Background: an optimization exercise with open tools, aiming at small area, a short achievable clock period and few clock cycles per item. Do not read the settings as production practice.
At most, simulation tests tie the RTL to the original design; equivalence was not proved.
Function not checked in run 2: the RTL went through the layout flow alone.
Power and IR drop assume default switching activity.

## flow/design.v (module list and top-level ports; edited modules follow where they fit)
// module ai_density_row: 1652 lines
// module ai_fa: 10 lines
// module ai_ha: 9 lines
// module ai_density_col: 325 lines
// module ai_density_engine: 134 lines
module ai_density_engine #(
    parameter int                     GRID       = 10,
    parameter int                     NUM_SHIPS  = 5,
    parameter logic [4*NUM_SHIPS-1:0] SHIP_LENS  = {4'd2, 4'd3, 4'd3, 4'd4, 4'd5},
    parameter int                     CW         = 8,
    parameter int                     HIT_WEIGHT = 4
) (
    input  logic                  clock,
    input  logic                  reset,
    input  logic [1:0]            addr,
    input  logic                  write_en,
    input  logic [GRID*GRID-1:0]  data_in,
    output logic                  wait_request,
    output logic [GRID*GRID+3:0]  data_out
);
  // ...
==> flow/run.sh <==
#!/bin/bash
# synth_recipe.tcl (not shown) runs the flow's synth.tcl, then flattens the netlist and writes it again
# the make line also repeats each setting of config.mk as NAME=value (left out here)
make -C /OpenROAD-flow-scripts/flow DESIGN_CONFIG=/design/flow/config.mk WORK_HOME=/design/flow/orfs CLKGATE_MAP_FILE= SYNTH_SCRIPT=/design/flow/synth_recipe.tcl finish
==> flow/config.mk <==
export PLATFORM = sky130hd
export DESIGN_NAME = ai_density_engine
export DESIGN_NICKNAME = ai_density_engine
export VERILOG_FILES = /design/flow/design.v
export SDC_FILE = /design/flow/constraint.sdc
export NUM_CORES = 4
export LEC_CHECK = 0
export ABC_AREA = 1
export CAP_MARGIN = 60
export CORE_MARGIN = 2
export CORE_UTILIZATION = 60
export SLEW_MARGIN = 60
export SYNTH_HIERARCHICAL = 1
==> flow/constraint.sdc <==
create_clock -name core_clock -period 70.0 [get_ports {clock}]
set_input_delay 14.0000 -clock core_clock [delete_from_list [all_inputs] [get_ports {clock}]]
set_output_delay 14.0000 -clock core_clock [all_outputs]
set_load 0.01 [all_outputs]
==> impl_metrics.yaml, run 1 <==
logic_synthesis:
  synth-edff-count: 200
  postSynth.asyncResetShare_pct: 0
  synthMuxAreaShare_pct: 0
  synth_compound_area_share_pct: 5.62
  yosys.area.top_type: "fa_1"
  yosysMostFrequentCell: "nand2_1"
  synth_top_family_by_area: "adder cells"
  synth_common_cells: "nand2_1, inv_1, fa_1"
outcome:
  status: "no timing/DRC/antenna violations"
place:
  place_ws_ps: 39710
  portBuffers: 205
power_and_ir_drop:
  switching_share_pct: 50.7
  power.switching_uw: 382
timing:
  fin_crit_ps: 30400
  slew_headroom_pct: 61.7
  worst_pin_slew_ps: 573
cells_and_area:
  buf_share_pct: 5.85
  final_nets: 5441
  multi_input_gates: 3041
  final_core_util_pct: 64.8
clock_tree:
  postCtsHoldBufs: 0
  worstSkewPairLatency_ps: 560
  cts.path.max_buffers: 3
grt:
  grt_overflow: 0
setup_path:
  critPathMaxFanout: 90
routing:
  wl_met2_mm: 60.6
  num_vias: 29700
floorplanning:
  die_y_um: 258
Testbench counts, summed over its fixed seeds: cycles 2,688, queries 192.
==> module ai_density_col, before the edit <==
module ai_density_col (
    input  logic [3:0] mb,
    input  logic [3:0] hb,
    input  logic [3:0] ma,
    input  logic [3:0] ha,
    input  logic [3:0] ob,
    input  logic [3:0] oa,
    input  logic       hs,
    input  logic       s5,
    input  logic       s4,
    input  logic       s3a,
    input  logic       s3b,
    input  logic       s2,
    input  logic [8:0] hin,
    output logic [9:0] d
);
    logic [4:0] fl, fr;
    always_comb begin
        fl[0] = 1'b1;
        fr[0] = 1'b1;
        for (int j = 1; j <= 4; j++) begin
            fl[j] = fl[j-1] & ~mb[j-1] & ~ob[j-1];
            fr[j] = fr[j-1] & ~ma[j-1] & ~oa[j-1];
        end
    end
    logic gl_0_1_s2;
    logic gl_0_2_s3a;
    logic gl_0_2_s3b;
    logic gl_0_3_s4;
    logic gl_0_4_s5;
    logic gl_1_0_s2;
    logic gl_1_1_s3a;
    logic gl_1_1_s3b;
    logic gl_1_2_s4;
    logic gl_1_3_s5;
    logic gl_2_0_s3a;
    logic gl_2_0_s3b;
    logic gl_2_1_s4;
    logic gl_2_2_s5;
    logic gl_3_0_s4;
    logic gl_3_1_s5;
    logic gl_4_0_s5;
    logic gr_0_1_s2;
    logic gr_0_2_s3a;
    logic gr_0_2_s3b;
    logic gr_0_3_s4;
    logic gr_0_4_s5;
    logic gr_1_0_s2;
    logic gr_1_1_s3a;
    logic gr_1_1_s3b;
    logic gr_1_2_s4;
    logic gr_1_3_s5;
    logic gr_2_0_s3a;
    logic gr_2_0_s3b;
    logic gr_2_1_s4;
    logic gr_2_2_s5;
    logic gr_3_0_s4;
    logic gr_3_1_s5;
    logic gr_4_0_s5;
    logic hsn_0;
    logic hsn_1;
    logic hsn_2;
    logic hsn_3;
    logic hsn_4;
    logic kl_1_0;
    logic kl_1_1;
    logic kl_1_2;
    logic kl_1_3;
    logic kr_1_0;
    logic kr_1_1;
    logic kr_1_2;
    logic kr_1_3;
    logic kl_2_0;
    logic kl_2_1;
    logic kl_2_2;
    logic kr_2_0;
    logic kr_2_1;
    logic kr_2_2;
    logic kl_3_0;
    logic kl_3_1;
    logic kr_3_0;
    logic kr_3_1;
    logic kl_4_0;
    logic kr_4_0;
    logic t1;
    logic t2;
    logic t3;
    logic t4;
    logic t5;
    logic t6;
    logic t7;
    logic t8;
    logic t9;
    logic t10;
    logic t11;
    logic t12;
    logic t13;
    logic t14;
    logic t15;
    logic t16;
    logic t17;
    logic t18;
    logic t19;
    logic t20;
    logic t21;
    logic t22;
    logic t23;
    logic t24;
    logic t25;
    logic t26;
    logic t27;
    logic t28;
    logic t29;
    logic t30;
    logic t31;
    logic t32;
    logic t33;
    logic t34;
    logic t35;
    logic t36;
    logic t37;
    logic t38;
    logic t39;
    logic t40;
    logic t41;
    logic t42;
    logic t43;
    logic t44;
    logic t45;
    logic t46;
    logic t47;
    logic t48;
    logic t49;
    logic t50;
    logic t51;
    logic t52;
    logic t53;
    logic t54;
    logic t55;
    logic t56;
    logic t57;
    logic t58;
    logic t59;
    logic t60;
    logic t61;
    logic t62;
    logic t63;
    logic t64;
    logic t65;
    logic t66;
    logic t67;
    logic t68;
    logic t69;
    logic t70;
    logic t71;
    logic t72;
    logic t73;
    logic t74;
    logic t75;
    logic t76;
    logic t77;
    logic t78;
    logic t79;
    logic t80;
    logic t81;
    logic t82;
    logic t83;
    logic t84;
    logic t85;
    logic t86;
    logic t87;
    logic t88;
    logic t89;
    logic t90;
    logic t91;
    logic t92;
    logic t93;
    logic t94;
    logic t95;
    logic t96;
    logic t97;
    logic t98;
    logic t99;
    logic t100;
    logic t101;
    logic t102;
    logic t103;
    logic t104;
    logic t105;
    logic t106;
    logic t107;
    logic t108;
    logic t109;
    logic t110;
    logic t111;
    logic t112;
    logic t113;
    logic t114;
    logic t115;
    logic t116;
    logic t117;
    logic t118;
    logic t119;
    logic t120;
    assign gl_0_1_s2 = fl[0] & fr[1] & s2;
    assign gl_0_2_s3a = fl[0] & fr[2] & s3a;
    assign gl_0_2_s3b = fl[0] & fr[2] & s3b;
    assign gl_0_3_s4 = fl[0] & fr[3] & s4;
    assign gl_0_4_s5 = fl[0] & fr[4] & s5;
    assign gl_1_0_s2 = fl[1] & fr[0] & s2;
    assign gl_1_1_s3a = fl[1] & fr[1] & s3a;
    assign gl_1_1_s3b = fl[1] & fr[1] & s3b;
    assign gl_1_2_s4 = fl[1] & fr[2] & s4;
    assign gl_1_3_s5 = fl[1] & fr[3] & s5;
    assign gl_2_0_s3a = fl[2] & fr[0] & s3a;
    assign gl_2_0_s3b = fl[2] & fr[0] & s3b;
    assign gl_2_1_s4 = fl[2] & fr[1] & s4;
    assign gl_2_2_s5 = fl[2] & fr[2] & s5;
    assign gl_3_0_s4 = fl[3] & fr[0] & s4;
    assign gl_3_1_s5 = fl[3] & fr[1] & s5;
    assign gl_4_0_s5 = fl[4] & fr[0] & s5;
    assign gr_0_1_s2 = fr[0] & fl[1] & s2;
    assign gr_0_2_s3a = fr[0] & fl[2] & s3a;
    assign gr_0_2_s3b = fr[0] & fl[2] & s3b;
    assign gr_0_3_s4 = fr[0] & fl[3] & s4;
    assign gr_0_4_s5 = fr[0] & fl[4] & s5;
    assign gr_1_0_s2 = fr[1] & fl[0] & s2;
    assign gr_1_1_s3a = fr[1] & fl[1] & s3a;
    assign gr_1_1_s3b = fr[1] & fl[1] & s3b;
    assign gr_1_2_s4 = fr[1] & fl[2] & s4;
    assign gr_1_3_s5 = fr[1] & fl[3] & s5;
    assign gr_2_0_s3a = fr[2] & fl[0] & s3a;
    assign gr_2_0_s3b = fr[2] & fl[0] & s3b;
    assign gr_2_1_s4 = fr[2] & fl[1] & s4;
    assign gr_2_2_s5 = fr[2] & fl[2] & s5;
    assign gr_3_0_s4 = fr[3] & fl[0] & s4;
    assign gr_3_1_s5 = fr[3] & fl[1] & s5;
    assign gr_4_0_s5 = fr[4] & fl[0] & s5;
    assign hsn_0 = hs & t25;
    assign hsn_1 = hs & t29;
    assign hsn_2 = hs & t31;
    assign hsn_3 = hs & t33;
    assign hsn_4 = hs & t34;
    assign kl_1_0 = hb[0] & t13;
    assign kl_1_1 = hb[0] & t17;
    assign kl_1_2 = hb[0] & t19;
    assign kl_1_3 = hb[0] & t20;
    assign kr_1_0 = ha[0] & t47;
    assign kr_1_1 = ha[0] & t51;
    assign kr_1_2 = ha[0] & t53;
    assign kr_1_3 = ha[0] & t54;
    assign kl_2_0 = hb[1] & t5;
    assign kl_2_1 = hb[1] & t7;
    assign kl_2_2 = hb[1] & t8;
    assign kr_2_0 = ha[1] & t39;
    assign kr_2_1 = ha[1] & t41;
    assign kr_2_2 = ha[1] & t42;
    assign kl_3_0 = hb[2] & t1;
    assign kl_3_1 = hb[2] & t2;
    assign kr_3_0 = ha[2] & t35;
    assign kr_3_1 = ha[2] & t36;
    assign kl_4_0 = hb[3] & gl_4_0_s5;
    assign kr_4_0 = ha[3] & gr_4_0_s5;
    ai_fa u_t1 (.a(gl_4_0_s5), .b(gl_3_0_s4), .c(gl_3_1_s5), .s(t1), .co(t2));
    ai_fa u_t3 (.a(t1), .b(gl_2_0_s3a), .c(gl_2_0_s3b), .s(t3), .co(t4));
    ai_fa u_t5 (.a(gl_2_1_s4), .b(gl_2_2_s5), .c(t3), .s(t5), .co(t6));
    ai_fa u_t7 (.a(t2), .b(t4), .c(t6), .s(t7), .co(t8));
    ai_fa u_t9 (.a(t5), .b(gl_1_0_s2), .c(gl_1_1_s3a), .s(t9), .co(t10));
    ai_fa u_t11 (.a(gl_1_1_s3b), .b(gl_1_2_s4), .c(gl_1_3_s5), .s(t11), .co(t12));
    ai_ha u_t13 (.a(t9), .b(t11), .s(t13), .co(t14));
    ai_fa u_t15 (.a(t7), .b(t10), .c(t12), .s(t15), .co(t16));
    ai_ha u_t17 (.a(t14), .b(t15), .s(t17), .co(t18));
    ai_fa u_t19 (.a(t8), .b(t16), .c(t18), .s(t19), .co(t20));
    ai_fa u_t21 (.a(t13), .b(gl_0_1_s2), .c(gl_0_2_s3a), .s(t21), .co(t22));
    ai_fa u_t23 (.a(gl_0_2_s3b), .b(gl_0_3_s4), .c(gl_0_4_s5), .s(t23), .co(t24));
    ai_ha u_t25 (.a(t21), .b(t23), .s(t25), .co(t26));
    ai_fa u_t27 (.a(t17), .b(t22), .c(t24), .s(t27), .co(t28));
    ai_ha u_t29 (.a(t26), .b(t27), .s(t29), .co(t30));
    ai_fa u_t31 (.a(t19), .b(t28), .c(t30), .s(t31), .co(t32));
    ai_ha u_t33 (.a(t20), .b(t32), .s(t33), .co(t34));
    ai_fa u_t35 (.a(gr_4_0_s5), .b(gr_3_0_s4), .c(gr_3_1_s5), .s(t35), .co(t36));
    ai_fa u_t37 (.a(t35), .b(gr_2_0_s3a), .c(gr_2_0_s3b), .s(t37), .co(t38));
    ai_fa u_t39 (.a(gr_2_1_s4), .b(gr_2_2_s5), .c(t37), .s(t39), .co(t40));
    ai_fa u_t41 (.a(t36), .b(t38), .c(t40), .s(t41), .co(t42));
    ai_fa u_t43 (.a(t39), .b(gr_1_0_s2), .c(gr_1_1_s3a), .s(t43), .co(t44));
    ai_fa u_t45 (.a(gr_1_1_s3b), .b(gr_1_2_s4), .c(gr_1_3_s5), .s(t45), .co(t46));
    ai_ha u_t47 (.a(t43), .b(t45), .s(t47), .co(t48));
    ai_fa u_t49 (.a(t41), .b(t44), .c(t46), .s(t49), .co(t50));
    ai_ha u_t51 (.a(t48), .b(t49), .s(t51), .co(t52));
    ai_fa u_t53 (.a(t42), .b(t50), .c(t52), .s(t53), .co(t54));
    ai_ha u_t55 (.a(hin[0]), .b(t25), .s(t55), .co(t56));
    ai_fa u_t57 (.a(hin[1]), .b(t29), .c(t56), .s(t57), .co(t58));
    ai_fa u_t59 (.a(hin[2]), .b(hsn_0), .c(t31), .s(t59), .co(t60));
    ai_fa u_t61 (.a(kl_1_0), .b(kr_1_0), .c(kl_2_0), .s(t61), .co(t62));
    ai_fa u_t63 (.a(kr_2_0), .b(kl_3_0), .c(kr_3_0), .s(t63), .co(t64));
    ai_fa u_t65 (.a(kl_4_0), .b(kr_4_0), .c(t58), .s(t65), .co(t66));
    ai_fa u_t67 (.a(t59), .b(t61), .c(t63), .s(t67), .co(t68));
    ai_ha u_t69 (.a(t65), .b(t67), .s(t69), .co(t70));
    ai_fa u_t71 (.a(hin[3]), .b(hsn_1), .c(t33), .s(t71), .co(t72));
    ai_fa u_t73 (.a(kl_1_1), .b(kr_1_1), .c(kl_2_1), .s(t73), .co(t74));
    ai_fa u_t75 (.a(kr_2_1), .b(kl_3_1), .c(kr_3_1), .s(t75), .co(t76));
    ai_fa u_t77 (.a(t60), .b(t62), .c(t64), .s(t77), .co(t78));
    ai_fa u_t79 (.a(t66), .b(t68), .c(t70), .s(t79), .co(t80));
    ai_fa u_t81 (.a(t71), .b(t73), .c(t75), .s(t81), .co(t82));
    ai_fa u_t83 (.a(t77), .b(t79), .c(t81), .s(t83), .co(t84));
    ai_fa u_t85 (.a(hin[4]), .b(hsn_2), .c(t34), .s(t85), .co(t86));
    ai_fa u_t87 (.a(kl_1_2), .b(kr_1_2), .c(kl_2_2), .s(t87), .co(t88));
    ai_fa u_t89 (.a(kr_2_2), .b(t72), .c(t74), .s(t89), .co(t90));
    ai_fa u_t91 (.a(t76), .b(t78), .c(t80), .s(t91), .co(t92));
    ai_fa u_t93 (.a(t82), .b(t84), .c(t85), .s(t93), .co(t94));
    ai_fa u_t95 (.a(t87), .b(t89), .c(t91), .s(t95), .co(t96));
    ai_ha u_t97 (.a(t93), .b(t95), .s(t97), .co(t98));
    ai_fa u_t99 (.a(hin[5]), .b(hsn_3), .c(kl_1_3), .s(t99), .co(t100));
    ai_fa u_t101 (.a(kr_1_3), .b(t86), .c(t88), .s(t101), .co(t102));
    ai_fa u_t103 (.a(t90), .b(t92), .c(t94), .s(t103), .co(t104));
    ai_fa u_t105 (.a(t96), .b(t98), .c(t99), .s(t105), .co(t106));
    ai_fa u_t107 (.a(t101), .b(t103), .c(t105), .s(t107), .co(t108));
    ai_fa u_t109 (.a(hin[6]), .b(hsn_4), .c(t100), .s(t109), .co(t110));
    ai_fa u_t111 (.a(t102), .b(t104), .c(t106), .s(t111), .co(t112));
    ai_fa u_t113 (.a(t108), .b(t109), .c(t111), .s(t113), .co(t114));
    ai_fa u_t115 (.a(hin[7]), .b(t110), .c(t112), .s(t115), .co(t116));
    ai_ha u_t117 (.a(t114), .b(t115), .s(t117), .co(t118));
    ai_fa u_t119 (.a(hin[8]), .b(t116), .c(t118), .s(t119), .co(t120));
    assign d = {t120, t119, t117, t113, t107, t97, t83, t69, t57, t55};
endmodule
==> module ai_density_engine, before the edit <==
module ai_density_engine #(
    parameter int                     GRID       = 10,
    parameter int                     NUM_SHIPS  = 5,
    parameter logic [4*NUM_SHIPS-1:0] SHIP_LENS  = {4'd2, 4'd3, 4'd3, 4'd4, 4'd5},
    parameter int                     CW         = 8,
    parameter int                     HIT_WEIGHT = 4
) (
    input  logic                  clock,
    input  logic                  reset,
    input  logic [1:0]            addr,
    input  logic                  write_en,
    input  logic [GRID*GRID-1:0]  data_in,
    output logic                  wait_request,
    output logic [GRID*GRID+3:0]  data_out
);
    localparam int N = 100;
    logic [N-1:0] fired;       
    logic [N-1:0] hit;
    logic [4:0]   ships;
    logic         busy;
    logic [3:0]   rcnt;
    logic         res_valid;
    logic [6:0]   res_idx;
    logic [7:0]   res_max;
    logic         start;
    logic [3:0]   row;
    logic [N-1:0] miss;
    assign start = !busy && write_en && (addr == 2'd0);
    assign row   = busy ? rcnt : 4'd0;
    assign miss  = fired & ~hit;
    logic [3:0] vmb [10], vhb [10], vma [10], vha [10];
    logic [3:0] vob, voa;
    always_comb begin
        for (int d = 1; d <= 4; d++) begin
            vob[d-1] = !(int'(row) >= d);
            voa[d-1] = !(int'(row) + d <= 9);
        end
        for (int c = 0; c < 10; c++) begin
            for (int d = 1; d <= 4; d++) begin
                vmb[c][d-1] = miss[(10-d)*10+c]; vhb[c][d-1] = hit[(10-d)*10+c];
                vma[c][d-1] = miss[d*10+c];      vha[c][d-1] = hit[d*10+c];
            end
        end
    end
    logic [9:0][8:0] dh;
    logic [9:0]      dsum [10];
    ai_density_row u_h (.m(miss[9:0]), .h(hit[9:0]), .s5(ships[0]), .s4(ships[1]), .s3a(ships[2]),
        .s3b(ships[3]), .s2(ships[4]), .d(dh));
    for (genvar c = 0; c < 10; c++) begin : g_cell
        ai_density_col u_v (.mb(vmb[c]), .hb(vhb[c]), .ma(vma[c]), .ha(vha[c]), .ob(vob), .oa(voa),
            .hs(hit[c]), .s5(ships[0]), .s4(ships[1]), .s3a(ships[2]), .s3b(ships[3]),
            .s2(ships[4]), .hin(dh[c]), .d(dsum[c]));
    end
    logic [10:0] cand;
    logic [7:0]  val [11];
    logic [10:0] alive;
    logic [7:0]  bmax;
    logic        bfound;
    logic [6:0]  bidx;
    always_comb begin
        cand[0] = busy & res_valid;
        val[0]  = res_max;
        for (int c = 0; c < 10; c++) begin
            cand[c+1] = !fired[c];
            val[c+1]  = (dsum[c][9:8] != 2'b00) ? 8'hff : dsum[c][7:0];
        end
        alive = cand;
        for (int b = 7; b >= 0; b--) begin
            logic [10:0] one;
            for (int j = 0; j < 11; j++) one[j] = alive[j] & val[j][b];
            bmax[b] = |one;
            if (|one) alive = one;
        end
        bfound = |cand;
        bidx   = 7'd127;
        for (int j = 10; j >= 1; j--)
            if (alive[j]) bidx = 7'(row * 10 + j - 1);
        if (alive[0]) bidx = res_idx;
        if (!bfound) bmax = '0;
    end
    logic sel0, sel1, sel2, sel3;
    assign sel0 = (addr == 2'd0);
    assign sel1 = (addr == 2'd1);
    assign sel2 = (addr == 2'd2);
    assign sel3 = (addr == 2'd3);
    always_comb begin
        logic [15:0] res_word;
        res_word = {res_valid, res_idx, res_max};
        for (int i = 0; i < N; i++) begin
            data_out[i] = (sel1 & fired[i]) | (sel2 & hit[i]);
            if (i < 16) data_out[i] = data_out[i] | (sel0 & res_word[i]);
            if (i < 5)  data_out[i] = data_out[i] | (sel3 & ships[i]);
        end
        data_out[N+3:N] = '0;
    end
    assign wait_request = busy;
    logic         rot;
    logic         clr;
    logic         ld_fired, ld_hit;
    logic [9:0]   keep;
    assign rot      = busy | start;
    assign ld_fired = !busy && write_en && addr == 2'd1;
    assign ld_hit   = !busy && write_en && addr == 2'd2;
    assign keep     = {10{~clr}};
    always_ff @(posedge clock) begin
        if (ld_fired)     fired <= data_in;
        else if (rot)     fired <= {fired[9:0] & keep, fired[N-1:10]};
        if (ld_hit)       hit <= data_in;
        else if (rot)     hit <= {hit[9:0] & keep, hit[N-1:10]};
    end
    always_ff @(posedge clock) begin
        if (reset) begin
            busy      <= 1'b1;
            clr       <= 1'b1;
            rcnt      <= '0;
            ships     <= '0;
            res_valid <= 1'b0;
            res_idx   <= '0;
            res_max   <= '0;
        end else begin
            if (!busy && write_en && addr == 2'd3) ships <= data_in[4:0];
            if (rot) begin
                rcnt <= row + 4'd1;
                busy <= (row != 4'd9);
                if (row == 4'd9) clr <= 1'b0;
                if (!clr) begin
                    res_valid <= bfound;
                    res_idx   <= bidx;
                    res_max   <= bmax;
                end
            end
        end
    end
endmodule
==> run 2: changes to the inputs <==
--- a/flow/design.v
+++ b/flow/design.v
@@ -1,10 +1,10 @@
 module ai_density_row (
-    input  logic [9:0]      m,
+    input  logic [9:0]      f,
     input  logic [9:0]      h,
     input  logic            s5,
     input  logic            s4,
     input  logic            s3a,
     input  logic            s3b,
     input  logic            s2,
     output logic [9:0][8:0] d
 );
@@ -1038,46 +1038,46 @@
     logic t745;
     logic t746;
     logic t747;
     logic t748;
     logic t749;
     logic t750;
     logic t751;
     logic t752;
-    assign v2_0 = ~m[0] & ~m[1];
-    assign v2_1 = ~m[1] & ~m[2];
-    assign v2_2 = ~m[2] & ~m[3];
-    assign v2_3 = ~m[3] & ~m[4];
-    assign v2_4 = ~m[4] & ~m[5];
-    assign v2_5 = ~m[5] & ~m[6];
-    assign v2_6 = ~m[6] & ~m[7];
-    assign v2_7 = ~m[7] & ~m[8];
-    assign v2_8 = ~m[8] & ~m[9];
-    assign v3_0 = ~m[0] & ~m[1] & ~m[2];
-    assign v3_1 = ~m[1] & ~m[2] & ~m[3];
-    assign v3_2 = ~m[2] & ~m[3] & ~m[4];
-    assign v3_3 = ~m[3] & ~m[4] & ~m[5];
-    assign v3_4 = ~m[4] & ~m[5] & ~m[6];
-    assign v3_5 = ~m[5] & ~m[6] & ~m[7];
-    assign v3_6 = ~m[6] & ~m[7] & ~m[8];
-    assign v3_7 = ~m[7] & ~m[8] & ~m[9];
-    assign v4_0 = ~m[0] & ~m[1] & ~m[2] & ~m[3];
-    assign v4_1 = ~m[1] & ~m[2] & ~m[3] & ~m[4];
-    assign v4_2 = ~m[2] & ~m[3] & ~m[4] & ~m[5];
-    assign v4_3 = ~m[3] & ~m[4] & ~m[5] & ~m[6];
-    assign v4_4 = ~m[4] & ~m[5] & ~m[6] & ~m[7];
-    assign v4_5 = ~m[5] & ~m[6] & ~m[7] & ~m[8];
-    assign v4_6 = ~m[6] & ~m[7] & ~m[8] & ~m[9];
-    assign v5_0 = ~m[0] & ~m[1] & ~m[2] & ~m[3] & ~m[4];
-    assign v5_1 = ~m[1] & ~m[2] & ~m[3] & ~m[4] & ~m[5];
-    assign v5_2 = ~m[2] & ~m[3] & ~m[4] & ~m[5] & ~m[6];
-    assign v5_3 = ~m[3] & ~m[4] & ~m[5] & ~m[6] & ~m[7];
-    assign v5_4 = ~m[4] & ~m[5] & ~m[6] & ~m[7] & ~m[8];
-    assign v5_5 = ~m[5] & ~m[6] & ~m[7] & ~m[8] & ~m[9];
+    assign v2_0 = (~f[0] | h[0]) & (~f[1] | h[1]);
+    assign v2_1 = (~f[1] | h[1]) & (~f[2] | h[2]);
+    assign v2_2 = (~f[2] | h[2]) & (~f[3] | h[3]);
+    assign v2_3 = (~f[3] | h[3]) & (~f[4] | h[4]);
+    assign v2_4 = (~f[4] | h[4]) & (~f[5] | h[5]);
+    assign v2_5 = (~f[5] | h[5]) & (~f[6] | h[6]);
+    assign v2_6 = (~f[6] | h[6]) & (~f[7] | h[7]);
+    assign v2_7 = (~f[7] | h[7]) & (~f[8] | h[8]);
+    assign v2_8 = (~f[8] | h[8]) & (~f[9] | h[9]);
+    assign v3_0 = (~f[0] | h[0]) & (~f[1] | h[1]) & (~f[2] | h[2]);
+    assign v3_1 = (~f[1] | h[1]) & (~f[2] | h[2]) & (~f[3] | h[3]);
+    assign v3_2 = (~f[2] | h[2]) & (~f[3] | h[3]) & (~f[4] | h[4]);
+    assign v3_3 = (~f[3] | h[3]) & (~f[4] | h[4]) & (~f[5] | h[5]);
+    assign v3_4 = (~f[4] | h[4]) & (~f[5] | h[5]) & (~f[6] | h[6]);
+    assign v3_5 = (~f[5] | h[5]) & (~f[6] | h[6]) & (~f[7] | h[7]);
+    assign v3_6 = (~f[6] | h[6]) & (~f[7] | h[7]) & (~f[8] | h[8]);
+    assign v3_7 = (~f[7] | h[7]) & (~f[8] | h[8]) & (~f[9] | h[9]);
+    assign v4_0 = (~f[0] | h[0]) & (~f[1] | h[1]) & (~f[2] | h[2]) & (~f[3] | h[3]);
+    assign v4_1 = (~f[1] | h[1]) & (~f[2] | h[2]) & (~f[3] | h[3]) & (~f[4] | h[4]);
+    assign v4_2 = (~f[2] | h[2]) & (~f[3] | h[3]) & (~f[4] | h[4]) & (~f[5] | h[5]);
+    assign v4_3 = (~f[3] | h[3]) & (~f[4] | h[4]) & (~f[5] | h[5]) & (~f[6] | h[6]);
+    assign v4_4 = (~f[4] | h[4]) & (~f[5] | h[5]) & (~f[6] | h[6]) & (~f[7] | h[7]);
+    assign v4_5 = (~f[5] | h[5]) & (~f[6] | h[6]) & (~f[7] | h[7]) & (~f[8] | h[8]);
+    assign v4_6 = (~f[6] | h[6]) & (~f[7] | h[7]) & (~f[8] | h[8]) & (~f[9] | h[9]);
+    assign v5_0 = (~f[0] | h[0]) & (~f[1] | h[1]) & (~f[2] | h[2]) & (~f[3] | h[3]) & (~f[4] | h[4]);
+    assign v5_1 = (~f[1] | h[1]) & (~f[2] | h[2]) & (~f[3] | h[3]) & (~f[4] | h[4]) & (~f[5] | h[5]);
+    assign v5_2 = (~f[2] | h[2]) & (~f[3] | h[3]) & (~f[4] | h[4]) & (~f[5] | h[5]) & (~f[6] | h[6]);
+    assign v5_3 = (~f[3] | h[3]) & (~f[4] | h[4]) & (~f[5] | h[5]) & (~f[6] | h[6]) & (~f[7] | h[7]);
+    assign v5_4 = (~f[4] | h[4]) & (~f[5] | h[5]) & (~f[6] | h[6]) & (~f[7] | h[7]) & (~f[8] | h[8]);
+    assign v5_5 = (~f[5] | h[5]) & (~f[6] | h[6]) & (~f[7] | h[7]) & (~f[8] | h[8]) & (~f[9] | h[9]);
     assign t2_0_s2 = v2_0 & s2;
     assign u2_0_s2_0 = t2_0_s2 & t1;
     assign u2_0_s2_1 = t2_0_s2 & t2;
     assign t2_1_s2 = v2_1 & s2;
     assign u2_1_s2_0 = t2_1_s2 & t3;
     assign u2_1_s2_1 = t2_1_s2 & t4;
     assign t2_2_s2 = v2_2 & s2;
     assign u2_2_s2_0 = t2_2_s2 & t5;
@@ -1665,19 +1665,19 @@
     input  logic b,
     output logic s,
     output logic co
 );
     assign s  = a ^ b;
     assign co = a & b;
 endmodule
 module ai_density_col (
-    input  logic [3:0] mb,
+    input  logic [3:0] fb,
     input  logic [3:0] hb,
-    input  logic [3:0] ma,
+    input  logic [3:0] fa,
     input  logic [3:0] ha,
     input  logic [3:0] ob,
     input  logic [3:0] oa,
     input  logic       hs,
     input  logic       s5,
     input  logic       s4,
     input  logic       s3a,
     input  logic       s3b,
@@ -1685,18 +1685,18 @@
     input  logic [8:0] hin,
     output logic [9:0] d
 );
     logic [4:0] fl, fr;
     always_comb begin
         fl[0] = 1'b1;
         fr[0] = 1'b1;
         for (int j = 1; j <= 4; j++) begin
-            fl[j] = fl[j-1] & ~mb[j-1] & ~ob[j-1];
-            fr[j] = fr[j-1] & ~ma[j-1] & ~oa[j-1];
+            fl[j] = fl[j-1] & (~fb[j-1] | hb[j-1]) & ~ob[j-1];
+            fr[j] = fr[j-1] & (~fa[j-1] | ha[j-1]) & ~oa[j-1];
         end
     end
     logic gl_0_1_s2;
     logic gl_0_2_s3a;
     logic gl_0_2_s3b;
     logic gl_0_3_s4;
     logic gl_0_4_s5;
     logic gl_1_0_s2;
@@ -2015,40 +2015,38 @@
     logic [4:0]   ships;
     logic         busy;
     logic [3:0]   rcnt;
     logic         res_valid;
     logic [6:0]   res_idx;
     logic [7:0]   res_max;
     logic         start;
     logic [3:0]   row;
-    logic [N-1:0] miss;
     assign start = !busy && write_en && (addr == 2'd0);
     assign row   = busy ? rcnt : 4'd0;
-    assign miss  = fired & ~hit;
-    logic [3:0] vmb [10], vhb [10], vma [10], vha [10];
+    logic [3:0] vfb [10], vhb [10], vfa [10], vha [10];
     logic [3:0] vob, voa;
     always_comb begin
         for (int d = 1; d <= 4; d++) begin
             vob[d-1] = !(int'(row) >= d);
             voa[d-1] = !(int'(row) + d <= 9);
         end
         for (int c = 0; c < 10; c++) begin
             for (int d = 1; d <= 4; d++) begin
-                vmb[c][d-1] = miss[(10-d)*10+c]; vhb[c][d-1] = hit[(10-d)*10+c];
-                vma[c][d-1] = miss[d*10+c];      vha[c][d-1] = hit[d*10+c];
+                vfb[c][d-1] = fired[(10-d)*10+c]; vhb[c][d-1] = hit[(10-d)*10+c];
+                vfa[c][d-1] = fired[d*10+c];      vha[c][d-1] = hit[d*10+c];
             end
         end
     end
     logic [9:0][8:0] dh;
     logic [9:0]      dsum [10];
-    ai_density_row u_h (.m(miss[9:0]), .h(hit[9:0]), .s5(ships[0]), .s4(ships[1]), .s3a(ships[2]),
+    ai_density_row u_h (.f(fired[9:0]), .h(hit[9:0]), .s5(ships[0]), .s4(ships[1]), .s3a(ships[2]),
         .s3b(ships[3]), .s2(ships[4]), .d(dh));
     for (genvar c = 0; c < 10; c++) begin : g_cell
-        ai_density_col u_v (.mb(vmb[c]), .hb(vhb[c]), .ma(vma[c]), .ha(vha[c]), .ob(vob), .oa(voa),
+        ai_density_col u_v (.fb(vfb[c]), .hb(vhb[c]), .fa(vfa[c]), .ha(vha[c]), .ob(vob), .oa(voa),
             .hs(hit[c]), .s5(ships[0]), .s4(ships[1]), .s3a(ships[2]), .s3b(ships[3]),
             .s2(ships[4]), .hin(dh[c]), .d(dsum[c]));
     end
     logic [10:0] cand;
     logic [7:0]  val [11];
     logic [10:0] alive;
     logic [7:0]  bmax;
     logic        bfound;
==> run 2 against run 1 <==
Non-clock buffer count increased by 6. Critical path depth unchanged. Synthesized cell count increased by 1.0%. Area after synthesis increased by 0.31%. Sequential cell count unchanged. Fmax decreased by 0.41%. Worst setup slack got worse by 120 ps. Largest cell class unchanged. Largest power group unchanged.
==> impl_metrics.yaml, run 2 <==
logic_synthesis:
  synth_compound_area_share_pct: 6.33
  synth-warning-count: 19
  avgSynthCellArea_um2: 8.83
  synth_top_cell_area_share_pct: 35.5
  synth_seq_cells: 227
  yosysMostFrequentCell: "nand2_1"
  yosysSeqAreaShare_pct: 16.8
  synth_common_cells: "nand2_1, inv_1, fa_1"
  synthMuxAreaShare_pct: 0
  synth_xor_area_share_pct: 0.405
  synth_cell_types: 46
  synthAdderAreaFrac_pct: 44.2
  ys.flop_type: "edfxtp_1"
  yosys.area.top_type: "fa_1"
  synthTopCellsByArea: "fa_1, edfxtp_1, nand2_1"
  synth-edff-count: 200
  synth-simple-area-share_pct: 18.9
  synthCells: 4409
  postSynth.asyncResetShare_pct: 0
  synth_top_family_by_area: "adder cells"
  synth_area_um2: 38900
power_and_ir_drop:
  leakagePower_nw: 23.5
  p_per_area_nw_per_um2: 18.7
  switching_share_pct: 52.5
  intPower_uw: 369
  max-vdd-ir-drop_uv: 37.4
  combPwrFrac_pct: 63.6
  p_clk_share_pct: 17.0
  power.switching_uw: 409
  seqPwrFrac_pct: 19.5
floorplanning:
  ios: 210
  dieArea_um2: 66900
  chipWidth_um: 259
  core-area_um2: 64300
  initial_core_util_pct: 60.5
  die_y_um: 259
  num_rows: 93
cells_and_area:
  multi_input_area_um2: 27300
  final_common_cell: "nand2_1"
  final_cell_mix: "nand2_1, inv_1, fa_1"
  stdcell_area_um2: 41700
  layout-drive-gt1-share_pct: 8.29
  final_core_util_pct: 64.8
  final_nets: 5491
  fill_cells: 5524
  syn_to_final_growth_pct: 7.02
  seq_area_um2: 6550
  reg.largest.list: "fired (100), hit (100), res_max (8)"
  stdcell_count: 5299
routing:
  viasPerCell: 5.64
  num_vias: 29900
  drt-initial-drc-count: 3212
  wl_per_cell_um: 25.3
  antenna_left: 0
  remaining_drc_errors: 0
  wl_mm: 134
  dr.pass1.iters: 7
place:
  placed_cells: 5248
  place_ws_ps: 39540
  hpwl_mm: 117
  portBuffers: 205
  post_dp_cell_area_um2: 40800
  routabilityCongestion: 1.02
clock_tree:
  postCtsHoldBufs: 0
  root_buffer: "clkbuf_16"
  cts_sinks: 227
  cts.path.max_buffers: 3
  cts-resized-gates: 0
  cts_setup_buffers: 0
  cts_made_buffers: 25
  cts_tree: "built"
  ctsHtreeMaxLevel: 1
  worstSkewPairLatency_ps: 570
  cts.clk_slew.worst_paths_ps: 60
setup_path:
  r2r_cells: 80
  worstReg2RegEnd: "res_idx[0]"
  slowest_stage: "clkdlybuf4s50_1"
  cpMostUsedCell: "clkdlybuf4s50_1"
  critPathMaxFanout: 68
  crit_chain: "clkdlybuf4s50_1, inv_1, nor2_4, clkbuf_8, buf_16, a22o_1, clkdlybuf4s50_1"
  crit_required_ps: 56000
  cp_data_arrival_time_ps: 16530
  startpoint_type: "primary input"
  cp_slowest_stage_delay_ps: 580
  r2r-start: "fired[7]"
  path_class: "in -> out"
  r2r_setup_slack_ps: 49210
  cp-end-kind: "output port"
timing:
  rsz0062_at_grt: "no"
  max_freq_mhz: 32.8
  finalHoldViolCount: 0
  drv_slew: 0
  setup_ws_ps: 39470
  post-route-period-util_pct: 43.6
  tns_ps: 0
  worst_pin_slew_ps: 618
  fin_crit_ps: 30530
  setup_violations: 0
  slew_headroom_pct: 58.8
  fin_worst_skew_ps: 20.0
grt:
  grt_pass1_vias: 30500
  grt_usage_pct: 41.0
  grt_max_degree: 107
  grt_overflow: 0
  antenna_found_initial: 8
  grt_first_pass_wirelength_mm: 198
min_path:
  worstHoldPathCells: 2
  min_path_type: "reg -> reg"
  min_from: "rcnt[2]"
  min_to: "rcnt[2]"
job:
  drv_cap: 0
outcome:
  status: "no timing/DRC/antenna violations"
[run 2: power by group through the flow]
| stage | combinational, mW | sequential (mW) | clock [mW] |
|---|---|---|---|
| final | 0.494 | 0.151 | 0.132 |
| after global routing | 0.540 | 0.151 | 0.136 |
| after CTS | 0.488 | 0.151 | 0.131 |
| after detailed placement | 0.488 | 0.154 | 0 |
| after global placement | 0.484 | 0.154 | 0 |
| after floorplan | 0.368 | 0.152 | 0 |
[run 2: worst max path at each step]
stage,from,to,depth (start not counted)
2_1_floorplan,addr[0],data_out[0],5
3_3_place_gp,addr[1],data_out[94],6
3_5_place_dp,addr[1],data_out[94],6
4_1_cts,addr[1],data_out[94],6
5_1_grt,addr[1],data_out[94],7
6_report,addr[1],data_out[94],7
[run 2: critical path, delay by kind of cell]
family / cells / cell delay, ps
AO/OA/AOI/OAI: 1 / 200
AND/OR/NAND/NOR: 1 / 410
buffers and inverters: 5 / 1840
[run 2: layer usage]
| metal | global-route usage [%] | part of all wire, % |
|---|---|---|
| met4 | 18.7 | 5.6 |
| met3 | 9.16 | 10 |
| met2 | 64.1 | 45 |
| met1 | 55.0 | 39 |
| met5 | 0 | 0.044 |
[run 2: metrics by stage]
stage          total power, mW  hold WS (ps)
6_report                 0.778           474
3_5_place_dp             0.642           463
2_1_floorplan            0.520           446
5_1_grt                  0.827           490
4_1_cts                  0.771           472
3_3_place_gp             0.639           459
[run 2: final cells by class]
type	instances	area share, %
multi-input combinational	3007	65.6
sequential	227	15.7
clock buffer	34	1.64
antenna	3	0.0180
timing repair buffer	248	5.97
tap	855	2.57
clock inverter	10	0.222
inverter	915	8.25
[run 2: logic make-up after synthesis]
logic type | Yosys count
AO/OA/AOI/OAI | 409
other | 2
buffers and inverters | 1185
adder cells (fa/ha/maj) | 962
XOR/XNOR | 18
AND/OR/NAND/NOR | 1606
flip-flops | 227
[run 2: per-module statistics from Yosys (local to each module, per instance)]
module | cells inside | copies in the design | area, um^2 | flip-flops and latches
ai_density_engine | 1721 | 1 | 14000 | 227
ai_density_row | 515 | 1 | 2740 | 0
ai_density_col | 126 | 10 | 557 | 0
ai_fa | 1 | 689 | 20.0 | 0
ai_ha | 1 | 224 | 12.5 | 0
==> run 3: changes to the inputs <==
--- a/flow/design.v
+++ b/flow/design.v
@@ -1996,2 +1996,13 @@
 endmodule
+module ai_keep (
+    input  logic alive,
+    input  logic v,
+    input  logic s,
+    input  logic nany,
+    output logic one,
+    output logic next
+);
+    assign one  = alive & (v | s);
+    assign next = alive & (v | s | nany);
+endmodule
 module ai_density_engine #(
@@ -2048,4 +2059,7 @@
     logic [10:0] cand;
+    logic [10:0] sat;
     logic [7:0]  val [11];
-    logic [10:0] alive;
+    logic [10:0] alive [9];
+    logic [10:0] one [8];
+    logic [7:0]  nany;
     logic [7:0]  bmax;
@@ -2056,19 +2070,32 @@
         val[0]  = res_max;
+        sat[0]  = 1'b0;
         for (int c = 0; c < 10; c++) begin
             cand[c+1] = !fired[c];
-            val[c+1]  = (dsum[c][9:8] != 2'b00) ? 8'hff : dsum[c][7:0];
+            val[c+1]  = dsum[c][7:0];
+            sat[c+1]  = dsum[c][9] | dsum[c][8];
         end
-        alive = cand;
-        for (int b = 7; b >= 0; b--) begin
-            logic [10:0] one;
-            for (int j = 0; j < 11; j++) one[j] = alive[j] & val[j][b];
-            bmax[b] = |one;
-            if (|one) alive = one;
+    end
+    assign alive[8] = cand;
+    for (genvar b = 7; b >= 0; b--) begin : g_lvl
+        for (genvar j = 0; j < 11; j++) begin : g_cand
+            ai_keep u_keep (.alive(alive[b+1][j]), .v(val[j][b]), .s(sat[j]), .nany(nany[b]),
+                .one(one[b][j]), .next(alive[b][j]));
         end
+        assign bmax[b] = |one[b];
+        assign nany[b] = ~bmax[b];
+    end
+    always_comb begin
+        logic [3:0] col;
+        logic       inrow;
         bfound = |cand;
-        bidx   = 7'd127;
+        col    = '0;
+        inrow  = 1'b0;
         for (int j = 10; j >= 1; j--)
-            if (alive[j]) bidx = 7'(row * 10 + j - 1);
-        if (alive[0]) bidx = res_idx;
-        if (!bfound) bmax = '0;
+            if (alive[0][j]) begin
+                col   = 4'(j - 1);
+                inrow = 1'b1;
+            end
+        if (alive[0][0]) bidx = res_idx;
+        else if (inrow)  bidx = 7'(row * 10 + col);
+        else             bidx = 7'd127;
     end
@@ -2099,6 +2126,6 @@
     always_ff @(posedge clock) begin
-        if (ld_fired)     fired <= data_in;
-        else if (rot)     fired <= {fired[9:0] & keep, fired[N-1:10]};
-        if (ld_hit)       hit <= data_in;
-        else if (rot)     hit <= {hit[9:0] & keep, hit[N-1:10]};
+        if (ld_fired | rot)
+            fired <= (data_in & {N{ld_fired}}) | ({fired[9:0] & keep, fired[N-1:10]} & {N{rot}});
+        if (ld_hit | rot)
+            hit <= (data_in & {N{ld_hit}}) | ({hit[9:0] & keep, hit[N-1:10]} & {N{rot}});
     end
--- a/flow/config.mk
+++ b/flow/config.mk
@@ -10,3 +10,3 @@
 export CORE_MARGIN = 2
-export CORE_UTILIZATION = 60
+export CORE_UTILIZATION = 75
 export SLEW_MARGIN = 60
==> run 3 against run 2 <==
Synthesized cell count decreased by 4.7%. Core utilization increased by 16 points. Fmax is 0.65% lower. Count of clock-buffer cells in the layout decreased by 6. Global-route usage increased by 7.2 points. Clock power barely moved. Worst setup slack worse by 200 ps. Cell area shrank 2.9%. Hold slack better by 3.9 ps. First-iteration DRC count up 50%. Critical path type unchanged. Critical endpoint is now data_out[2].
==> impl_metrics.yaml, run 3 <==
floorplanning:
  num_rows: 82
  chipWidth_um: 229
  ios: 210
  core-area_um2: 50200
  initial_core_util_pct: 75.9
  die_y_um: 229
  dieArea_um2: 52600
timing:
  worst_pin_slew_ps: 628
  post-route-period-util_pct: 43.9
  drv_slew: 0
  timing.hold.ws_ps: 478
  max_freq_mhz: 32.5
  slew_headroom_pct: 57.8
  setup_violations: 0
  setup_ws_ps: 39270
  rsz0062_at_grt: "no"
  finalHoldViolCount: 0
  fin_worst_skew_ps: 16.3
  fin_crit_ps: 30730
  tns_ps: 0
place:
  place_ws_ps: 39130
  placed_cells: 4867
  post_dp_cell_area_um2: 39600
  hpwl_mm: 104
  portBuffers: 205
  routabilityCongestion: 1.03
clock_tree:
  root_buffer: "clkbuf_16"
  postCtsHoldBufs: 0
  worstSkewPairLatency_ps: 550
  cts.path.max_buffers: 3
  cts.clk_slew.worst_paths_ps: 70
  cts_setup_buffers: 0
  cts-resized-gates: 0
  cts_made_buffers: 22
  cts_tree: "built"
  ctsHtreeMaxLevel: 1
  cts_sinks: 227
setup_path:
  cpMostUsedCell: "clkdlybuf4s50_1"
  startpoint_type: "primary input"
  crit_chain: "clkdlybuf4s50_1, nor2_4, inv_4, buf_6, o22ai_1, a221o_1, clkdlybuf4s50_1"
  r2r_cells: 102
  slowest_stage: "clkdlybuf4s50_1"
  path_class: "in -> out"
  cp-end-kind: "output port"
  r2r_setup_slack_ps: 44720
  critPathMaxFanout: 58
  cp_slowest_stage_delay_ps: 780
  cp_data_arrival_time_ps: 16730
  crit_required_ps: 56000
  r2r-start: "ships[4]"
  worstReg2RegEnd: "res_idx[5]"
logic_synthesis:
  synth_common_cells: "inv_1, fa_1, nand2_1"
  yosysMostFrequentCell: "inv_1"
  synthCells: 4203
  synth_top_family_by_area: "adder cells"
  postSynth.asyncResetShare_pct: 0
  synth-warning-count: 22
  ys.flop_type: "edfxtp_1"
  yosysSeqAreaShare_pct: 17.2
  synthAdderAreaFrac_pct: 45.2
  yosys.area.top_type: "fa_1"
  synth-edff-count: 200
  synth_area_um2: 38100
  synth_seq_cells: 227
  synth-simple-area-share_pct: 13.2
  synth_compound_area_share_pct: 8.16
  synthMuxAreaShare_pct: 0
  avgSynthCellArea_um2: 9.06
  synth_cell_types: 41
  synth_xor_area_share_pct: 0.299
  synthTopCellsByArea: "fa_1, edfxtp_1, inv_1"
  synth_top_cell_area_share_pct: 36.3
cells_and_area:
  final_cell_mix: "inv_1, fa_1, nand2_1"
  layout-drive-gt1-share_pct: 8.19
  final_nets: 5287
  reg.largest.list: "fired (100), hit (100), res_max (8)"
  stdcell_count: 4910
  final_core_util_pct: 80.7
  stdcell_area_um2: 40500
  syn_to_final_growth_pct: 6.33
  final_common_cell: "inv_1"
min_path:
  min_from: "rcnt[3]"
  min_to: "rcnt[3]"
  min_path_type: "reg -> reg"
  worstHoldPathCells: 2
grt:
  grt_overflow: 0
  grt_pass1_vias: 31100
  antenna_found_initial: 7
  grt_usage_pct: 48.2
  grt_first_pass_wirelength_mm: 186
  grt_max_degree: 96
routing:
  antenna_left: 0
  num_vias: 30400
  drt-initial-drc-count: 4833
  remaining_drc_errors: 0
  wl_mm: 125
  viasPerCell: 6.19
  dr.pass1.iters: 7
  wl_per_cell_um: 25.4
power_and_ir_drop:
  leakagePower_nw: 23.0
  p_total_uw: 652
  p_per_area_nw_per_um2: 16.1
  max-vdd-ir-drop_uv: 42.7
job:
  drv_cap: 0
outcome:
  status: "no timing/DRC/antenna violations"
[run 3: cell types whose count changed in the layout (fill, tap and decap cells not counted), moves of 51 or more]
cell,change
a22o_1,-84
inv_1,+227
nand2_1,-268
nand4_1,-51
o21ai_0,-198
o21ai_2,+80
o22ai_1,+282
[run 3: power by group]
group	switching (mW)	total, mW	internal (mW)
Combinational	0.262	0.370	0.109
Sequential	0.00263	0.150	0.147
Clock	0.0588	0.132	0.0728
Total	0.323	0.652	0.329
[run 3: Yosys stat by module, one instance, submodules excluded]
| module | area, um^2 | cells inside |
|---|---|---|
| ai_density_col | 557 | 126 |
| ai_density_engine | 11400 | 1163 |
| ai_density_row | 2740 | 515 |
| ai_fa | 20.0 | 1 |
| ai_ha | 12.5 | 1 |
| ai_keep | 20.0 | 4 |
[run 3: cell type report]
type | count | area (um^2)
multi-input cells | 2599 | 25700
fillers | 3179 | 9690
well taps | 672 | 841
flip-flops and latches | 227 | 6550
inverters | 1130 | 4260
clock buffers | 28 | 636
diodes | 2 | 5.00
repair buffers | 240 | 2380
clock inverters | 12 | 139
[run 3: logic make-up (layout without fill, tap and decap cells)]
logic type      after synthesis  after routing
compound gates              467            467
other cells                   2             22
fa+ha+maj                   962            962
flops                       227            227
simple gates               1137           1137
xor+xnor                     13             13
buf+inv                    1395           1410
[run 3: worst max-delay path by stage]
stage	slack [ps]	end	cells past startpoint	from
floorplan	41180	data_out[16]	5	addr[1]
global placement	39250	data_out[2]	8	addr[1]
detailed placement	39130	data_out[2]	8	addr[1]
CTS	39110	data_out[2]	8	addr[1]
global route	39170	data_out[2]	7	addr[0]
finish	39270	data_out[2]	7	addr[0]
[run 3: metal layers]
layer / GRT usage, % / share of wire (%)
met1: 65.3 / 36
met2: 68.7 / 41
met3: 17.8 / 16
met4: 23.7 / 6.3
met5: 1.01 / 0.13
[run 3: worst max-delay path: cells and delay by family]
kind / cells / cell delay (ps)
buffers and inverters: 4 / 2090
AOI/OAI and AO/OA: 2 / 460
and+or+nand+nor: 1 / 160
Testbench counts of run 3, summed over its fixed seeds: cycles 2,688, queries 192.
==> run 4: changes to the inputs <==
--- a/flow/config.mk
+++ b/flow/config.mk
@@ -10,3 +10,3 @@
 export CORE_MARGIN = 2
-export CORE_UTILIZATION = 75
+export CORE_UTILIZATION = 60
 export SLEW_MARGIN = 60
==> run 4 against run 3 <==
Sequential power barely moved. Area after synthesis did not move. Routed wire length barely moved. Clock skew rose by 5.5 ps. Final cell count rose by 3.8%. Register-to-register slack improved by 440 ps. Critical path depth fell by 2. Count of clock-buffer cells in the layout rose by 2. Critical endpoint is now data_out[15]. Largest cell class unchanged. Highest routed layer unchanged.
==> impl_metrics.yaml, run 4 <==
routing:
  num_vias: 28500
  wl_mm: 125
  antenna_left: 0
  remaining_drc_errors: 0
  wl_per_cell_um: 24.5
  drt-initial-drc-count: 3168
  viasPerCell: 5.59
  dr.pass1.iters: 7
clock_tree:
  cts_made_buffers: 24
  ctsHtreeMaxLevel: 1
  cts.clk_slew.worst_paths_ps: 70
  worstSkewPairLatency_ps: 550
  cts-resized-gates: 0
  cts.path.max_buffers: 3
  postCtsHoldBufs: 0
  cts_tree: "built"
  cts_sinks: 227
  root_buffer: "clkbuf_16"
  cts_setup_buffers: 0
floorplanning:
  num_rows: 92
  core-area_um2: 62900
  chipWidth_um: 256
  dieArea_um2: 65500
  ios: 210
  die_y_um: 256
  initial_core_util_pct: 60.6
cells_and_area:
  reg.largest.list: "fired (100), hit (100), res_max (8)"
  final_cell_mix: "inv_1, fa_1, nand2_1"
  syn_to_final_growth_pct: 7.21
  final_common_cell: "inv_1"
  final_nets: 5292
  layout-drive-gt1-share_pct: 8.37
setup_path:
  worstReg2RegEnd: "res_idx[5]"
  crit_required_ps: 56000
  worstSetupEndpoint: "data_out[15]"
  path_class: "in -> out"
  r2r_setup_slack_ps: 45160
  cp_data_arrival_time_ps: 16460
  cp-end-kind: "output port"
  startpoint: "addr[0]"
  r2r_cells: 101
  critPathMaxFanout: 96
  r2r-start: "ships[2]"
  startpoint_type: "primary input"
timing:
  tns_ps: 0
  max_freq_mhz: 32.8
  fin_crit_ps: 30460
  fin_worst_skew_ps: 21.8
  finalHoldViolCount: 0
  slew_headroom_pct: 56.5
  rsz0062_at_grt: "no"
  setup_violations: 0
  post-route-period-util_pct: 43.5
  worst_pin_slew_ps: 650
  drv_slew: 0
logic_synthesis:
  ys.flop_type: "edfxtp_1"
  yosysMostFrequentCell: "inv_1"
  postSynth.asyncResetShare_pct: 0
  synthTopCellsByArea: "fa_1, edfxtp_1, inv_1"
  synth_seq_cells: 227
  synth_common_cells: "inv_1, fa_1, nand2_1"
  synth_top_cell_area_share_pct: 36.3
  avgSynthCellArea_um2: 9.06
  synth_cell_types: 41
  yosysSeqAreaShare_pct: 17.2
  synth-edff-count: 200
  yosys.area.top_type: "fa_1"
  synth_area_um2: 38100
  synthCells: 4203
  synth-warning-count: 22
power_and_ir_drop:
  p_total_uw: 651
  leakagePower_nw: 23.0
  max-vdd-ir-drop_uv: 51.4
  p_per_area_nw_per_um2: 16.0
grt:
  grt_overflow: 0
  grt_pass1_vias: 29600
  grt_usage_pct: 38.7
  grt_max_degree: 101
  grt_first_pass_wirelength_mm: 187
  antenna_found_initial: 9
place:
  routabilityCongestion: 1.01
  hpwl_mm: 107
  portBuffers: 205
outcome:
  status: "no timing/DRC/antenna violations"
min_path:
  min_path_type: "reg -> reg"
job:
  drv_cap: 0
-- run 4: cell counts after synthesis --
No cell type changed its count.
-- run 4: where the power goes --
part | switching [mW] | leakage (nW) | internal (mW)
Sequential | 0.00275 | 2.68 | 0.147
Combinational | 0.261 | 20.0 | 0.108
Clock | 0.0594 | 0.387 | 0.0735
Total | 0.323 | 23.0 | 0.329
-- run 4: worst min-delay path by stage --
stage,from,endpoint,cells past startpoint
after floorplan,rcnt[3],rcnt[3],2
after detailed placement,rcnt[3],rcnt[3],2
after global routing,rcnt[3],rcnt[3],2
after CTS,rcnt[3],rcnt[3],2
after global placement,rcnt[3],rcnt[3],2
final,rcnt[3],rcnt[3],2
-- run 4: layer usage --
metal  part of all wire, %  routed length [um]  GRT usage (%)
met5                 0.024                  30              0
met4                   3.5                4370           12.0
met3                    12               15200           10.2
met2                    42               52200           56.0
met1                    42               53000           57.3
-- run 4: kinds of logic (layout without fill, tap and decap cells) --
logic type | count (synthesis) | in the layout | synth area share (%)
simple gates | 1137 | 1137 | 13.2
flops | 227 | 227 | 17.2
xor+xnor | 13 | 13 | 0.299
compound gates | 467 | 467 | 8.16
fa+ha+maj | 962 | 962 | 45.2
buf+inv | 1395 | 1416 | 15.9
other cells | 2 | 28 | 0.0197
-- run 4: critical path: stages --
cell,delay [ps]
clkdlybuf4s50_1,660
nor2_4,430
clkinv_8,380
o221ai_1,360
clkdlybuf4s50_1,600
-- run 4: stage by stage --
step                setup slack, ps  std cells  utilization [%]  hold slack, ps  instance area, um^2
floorplan                     41180       4221                -             438                38100
global route                  39450       5091             64.9             480                40800
CTS                           39580       5085             64.8             468                40700
detailed placement            39600       5042             63.5             458                39900
finish                        39540       5096             64.9             475                40800
global placement              38940       5032             63.1             452                39700
-- run 4: area by class of cell --
| class | count | area [um^2] |
|---|---|---|
| diodes | 8 | 20.0 |
| clock buffers | 30 | 686 |
| clock inverters | 13 | 110 |
| fillers | 5428 | 22000 |
| inverters | 1130 | 4260 |
| multi-input cells | 2599 | 25700 |
| flip-flops and latches | 227 | 6550 |
| well taps | 846 | 1060 |
| repair buffers | 243 | 2440 |
-- run 4: per-module statistics from Yosys, one instance, submodules excluded --
module	area [um^2]	cells	times used	flops+latches
ai_keep	20.0	4	88	0
ai_density_engine	11400	1163	1	227
ai_density_row	2740	515	1	0
ai_fa	20.0	1	689	0
ai_ha	12.5	1	224	0
ai_density_col	557	126	10	0

-- static timing again, ports no longer ideal --
The results above use ideal ports. As a check the final layouts listed here were re-extracted and re-timed, cells and wires unchanged.
Step 1, drivers: a clkbuf_16 drives clock and a buf_2 each remaining input, both assumed.
Step 2 moves the port delays by t, midway between the first and last clock arrival at a register: inputs arrive t later, outputs are due t later. That takes back most of the time a late clock gives input paths.
a / b / c = no drivers / after step 1 / after step 2; a / b = the first two.
run	t (ns)	setup WS [ns]	worst data-port slew with drivers (ns)
run 1	0.615	39.596 / 39.559 / 39.559	0.12
run 2	0.628	39.471 / 39.445 / 39.445	0.12
run 3	0.603	39.271 / 39.209 / 39.209	0.09
run 4	0.599	39.540 / 39.509 / 39.509	0.16
After both steps setup and hold are still met in every run listed. The setup slack of run 3, which loses most, moves by -0.062 ns with the drivers and by -0.062 ns with both steps.
